This design comes from an exercise in tuning for small area and a short achievable clock period on the open sky130 flow, not from production work.
The RTL was checked by simulation tests, not by an equivalence proof against the original design.
Power figures rest on the tool's default switching activity, not on a simulated workload.

Design fpmul_top, start of the top module:
module fpmul_top (
	input  logic                  clk,
	input  logic                  rst,
	input  logic                  in_valid,
	input  logic [31:0]           a,
	input  logic [31:0]           b,
	output logic                  out_valid,
	output fpmul_pkg::fpmul_out_t out
);
	localparam int MID_W = 118;   
	logic [3:0] valid;   
	fpmul_pkg::info_t  p_info, r1_info, r2_info, r3_info;
	logic [22:0]       r1_fa, r1_fb;
	logic [MID_W-1:0]  t_mid, r2_mid;
	logic [47:0]       t_s, t_c;      
	logic [25:0]       n_hi, r3_hi;
	logic              n_lo_nz, r3_lo_nz;
	fpmul_pkg::fpmul_out_t rnd, r4_out;
	fpmul_prep i_prep (
		.a    (a),
		.b    (b),
		.sign (p_info.sign),
		.exp  (p_info.exp),
		.nan  (p_info.nan),
		.inf  (p_info.inf),
		.zero (p_info.zero)
	);
	fpmul_tree_0 i_tree_0 (
		.x  ({1'b1, r1_fa}),   
		.y  ({1'b1, r1_fb}),
		.mo (t_mid)
	);
	fpmul_tree_1 i_tree_1 (
		.mi (r2_mid),
		.sn (t_s),
		.cn (t_c)
	);
	fpmul_normalize i_normalize (
		.sn    (t_s),
		.cn    (t_c),
		.hi    (n_hi),
		.lo_nz (n_lo_nz)
	);
	fpmul_round i_round (
		.sign  (r3_info.sign),
		.exp   (r3_info.exp),
		.nan   (r3_info.nan),
		.inf   (r3_info.inf),
		.zero  (r3_info.zero),
		.hi    (r3_hi),
		.lo_nz (r3_lo_nz),
		.res   (rnd)
	);
	always_ff @(posedge clk) begin
		if (rst) valid <= '0;
		else     valid <= {valid[2:0], in_valid};
	end
	always_ff @(posedge clk) begin
		r1_fa    <= a[22:0];
		r1_fb    <= b[22:0];
		r1_info  <= p_info;
		r2_mid   <= t_mid;
		r2_info  <= r1_info;
		r3_hi    <= n_hi;
		r3_lo_nz <= n_lo_nz;
		r3_info  <= r2_info;
		r4_out   <= rnd;
	end
	assign out_valid = valid[3];
	assign out       = r4_out;
endmodule
Settings: LEC_CHECK=0, CAP_MARGIN=20, CORE_MARGIN=2, CORE_UTILIZATION=40, SETUP_SLACK_MARGIN=3.0, SLEW_MARGIN=20, SYNTH_HIERARCHICAL=1, SYNTH_MINIMUM_KEEP_SIZE=0; clock period 7.5 ns.
run.sh (not shown) runs the stock make flow with config.mk's settings and CLKGATE_MAP_FILE= SYNTH_SCRIPT=/design/flow/synth_recipe.tcl, a recipe that flattens the netlist after the stock synthesis.
Rerun with:
Settings changed: SETUP_SLACK_MARGIN 3.0 to 4.0, TNS_END_PERCENT set to 5.
=>
- The changed run passed the timing, design-rule and antenna checks
- non-clock buffer count grows by 10
- first-iteration DRC count fell by a little under a tenth
- critical path depth fell by 6
- synthesized cell count is unchanged
- synthesized area stays the same
- worst setup slack gets better by 0.66 ns
- clock-buffer cell count is unchanged
- routed wire length came out higher slightly
- global-route usage stays flat
- combinational power goes up by a few percent
Rerun with:
Settings changed: SETUP_SLACK_MARGIN 4.0 to 4.5.
Outcome: Power goes up by about a fifth; flip-flop and latch count is unchanged; worst hold slack is better by 0.0039 ns; sequential share of layout area is lower by 1.3 points; combinational power rises by a quarter to a third; count of clock-buffer cells in the layout falls by 10.
Rerun with:
Settings changed: CTS_BUF_LIST set to sky130_fd_sc_hd__clkbuf_4 sky130_fd_sc_hd__clkbuf_8, SETUP_SLACK_MARGIN 4.5 to 4.0, TNS_END_PERCENT 5 to unset.
Non-clock buffer count drops by 124.
Setup slack degrades by 0.14 ns.
Via count drops by 5.1%.
Cell area drops by 8.6%.
Sequential share of layout area climbs by 1.2 points.


P:
fpmul_top, a different RTL version from the one above (not shown whole).
Size: roughly 380 flip-flops, ~100 I/O pins, ~28000 um^2 of cells after synthesis.
Settings: LEC_CHECK=0, CAP_MARGIN=20, CORE_MARGIN=2, CORE_UTILIZATION=40, SETUP_SLACK_MARGIN=4.0, SLEW_MARGIN=20, SYNTH_HIERARCHICAL=1, SYNTH_MINIMUM_KEEP_SIZE=0; clock period 7.5 ns.
### P -> Q
# P
export LEC_CHECK = 0
export CAP_MARGIN = 20
export CORE_MARGIN = 2
export CORE_UTILIZATION = 40
export SETUP_SLACK_MARGIN = 4.0
export SLEW_MARGIN = 20
export SYNTH_HIERARCHICAL = 1
export SYNTH_MINIMUM_KEEP_SIZE = 0
create_clock -name core_clock -period 7.5 [get_ports {clk}]
# Q
export LEC_CHECK = 0
export CAP_MARGIN = 20
export CORE_MARGIN = 2
export CORE_UTILIZATION = 40
export SETUP_SLACK_MARGIN = 4.6
export SLEW_MARGIN = 20
export SYNTH_HIERARCHICAL = 1
export SYNTH_MINIMUM_KEEP_SIZE = 0
create_clock -name core_clock -period 7.5 [get_ports {clk}]
==> flow/flow/run.sh (new file) <==
#!/bin/bash
# The standard layout, with smaller port buffers: every input and output
# port still gets a buffer (buf_2 instead of the flow's default choice).
set -e
export BUFFER_PORTS_ARGS="-buffer_cell sky130_fd_sc_hd__buf_2"
cp standard.sh standard.sh.log
bash standard.sh > standard.log 2>&1
==> flow/standard.sh (new file) <==
#!/bin/bash
# synth_recipe.tcl (not shown) runs the flow's synth.tcl, then flattens the netlist and writes it again
# the make line also repeats each setting of config.mk as NAME=value (left out here)
make -C /OpenROAD-flow-scripts/flow DESIGN_CONFIG=/design/flow/config.mk WORK_HOME=/design/flow/orfs CLKGATE_MAP_FILE= SYNTH_SCRIPT=/design/flow/synth_recipe.tcl "${@:-finish}"
removed: flow/run.sh
Notes after the runs:
- Going from P to Q, setup slack increased by 0.32 ns relative to the old numbers; area of all placed cells without fillers increased by about 5% relative to the old numbers; worst slack on hold paths closely matched the old numbers; clock power decreased by about 2% relative to the old numbers; global-route usage decreased by 0.32 points relative to the old numbers.
- Number of clock buffers in the layout, P and Q: higher on P
- Q vs P on final standard cell utilization of the core: Q is the higher one.
- Layout filler cell count is higher on P
- Cell-internal power of Q exceeds that of P by a little under 10%.
- Critical path depth in Q vs P: down 2
- P ended up with r5_out[26]$_DFF_P_ as its end point of the critical path; Q ended up with r3_lo_nz$_DFF_P_.
- Re total routed wirelength: P and Q aren't equal, and the higher value belongs to Q.
What R does differently from Q at the input level:
# Q
export LEC_CHECK = 0
export CAP_MARGIN = 20
export CORE_MARGIN = 2
export CORE_UTILIZATION = 40
export SETUP_SLACK_MARGIN = 4.6
export SLEW_MARGIN = 20
export SYNTH_HIERARCHICAL = 1
export SYNTH_MINIMUM_KEEP_SIZE = 0
create_clock -name core_clock -period 7.5 [get_ports {clk}]
# R
export LEC_CHECK = 0
export CAP_MARGIN = 20
export CORE_MARGIN = 2
export CORE_UTILIZATION = 40
export CTS_CLUSTER_DIAMETER = 200
export CTS_CLUSTER_SIZE = 20
export SETUP_SLACK_MARGIN = 4.5
export SLEW_MARGIN = 20
export SYNTH_HIERARCHICAL = 1
export SYNTH_MINIMUM_KEEP_SIZE = 0
create_clock -name core_clock -period 7.5 [get_ports {clk}]
==> notes.md <==
R against Q: met3 wire length decreased by about 11% relative to the old numbers, fraction of the cycle the final worst path needs decreased 0.17 points, clock transition at the register clock pins on the worst setup and hold paths after CTS went up 0.03 ns.
## Diff of input files: S against R
# R
export LEC_CHECK = 0
export CAP_MARGIN = 20
export CORE_MARGIN = 2
export CORE_UTILIZATION = 40
export CTS_CLUSTER_DIAMETER = 200
export CTS_CLUSTER_SIZE = 20
export SETUP_SLACK_MARGIN = 4.5
export SLEW_MARGIN = 20
export SYNTH_HIERARCHICAL = 1
export SYNTH_MINIMUM_KEEP_SIZE = 0
create_clock -name core_clock -period 7.5 [get_ports {clk}]
# S
export LEC_CHECK = 0
export CAP_MARGIN = 20
export CORE_MARGIN = 2
export CORE_UTILIZATION = 40
export SETUP_SLACK_MARGIN = 4.5
export SLEW_MARGIN = 20
export SYNTH_HIERARCHICAL = 1
export SYNTH_MINIMUM_KEEP_SIZE = 0
create_clock -name core_clock -period 7.5 [get_ports {clk}]
## What came out
- Compared with R, S shows number of global-route vias before repair that has gone up slightly.
- Relative to R, layout overhead on the synthesized area increased by 3.4 points in S.
- S vs R, critical path startpoint: r4_man[12]$_DFF_P_ vs r3_cin$_DFF_P_
- Diff R -> S: global-route track usage on met2 has decreased, design area has increased.

-- what the ideal ports hide --
No port has a modelled driver above. Below, the same layouts with a new extraction and two added sets of constraints.
Step 1 assumes that a clkbuf_16 drives the clock port and a buf_2 every other input.
Step 2 moves the port delays by t, midway between the first and last clock arrival at a register: inputs arrive t later, outputs are due t later. That takes back most of the time a late clock gives input paths.
Slacks: no drivers / after step 1 / after step 2; pairs: no drivers / after step 1.
run | t, ns | setup slack, ns | hold slack, ns
the first run of note 1 | 0.597 | 3.334 / 3.334 / 3.334 | 0.322 / 0.322 / 0.322
the second run of note 1 | 0.597 | 3.990 / 3.990 / 3.739 | 0.321 / 0.321 / 0.321
the third run of note 1 | 0.633 | 4.207 / 4.207 / 3.791 | 0.325 / 0.325 / 0.325
the fourth run of note 1 | 0.668 | 4.069 / 4.069 / 3.772 | 0.292 / 0.292 / 0.292
P | 0.635 | 4.127 / 4.127 / 4.127 | 0.304 / 0.304 / 0.304
Q | 0.635 | 4.444 / 4.444 / 4.444 | 0.304 / 0.304 / 0.304
R | 0.617 | 4.457 / 4.457 / 4.457 | 0.328 / 0.328 / 0.328
S | 0.634 | 4.484 / 4.484 / 4.484 | 0.323 / 0.323 / 0.323
After both steps every run listed still meets setup and hold. The setup slack of the third run of note 1, which loses most, moves by 0.000 ns with the drivers and by -0.416 ns with both steps.
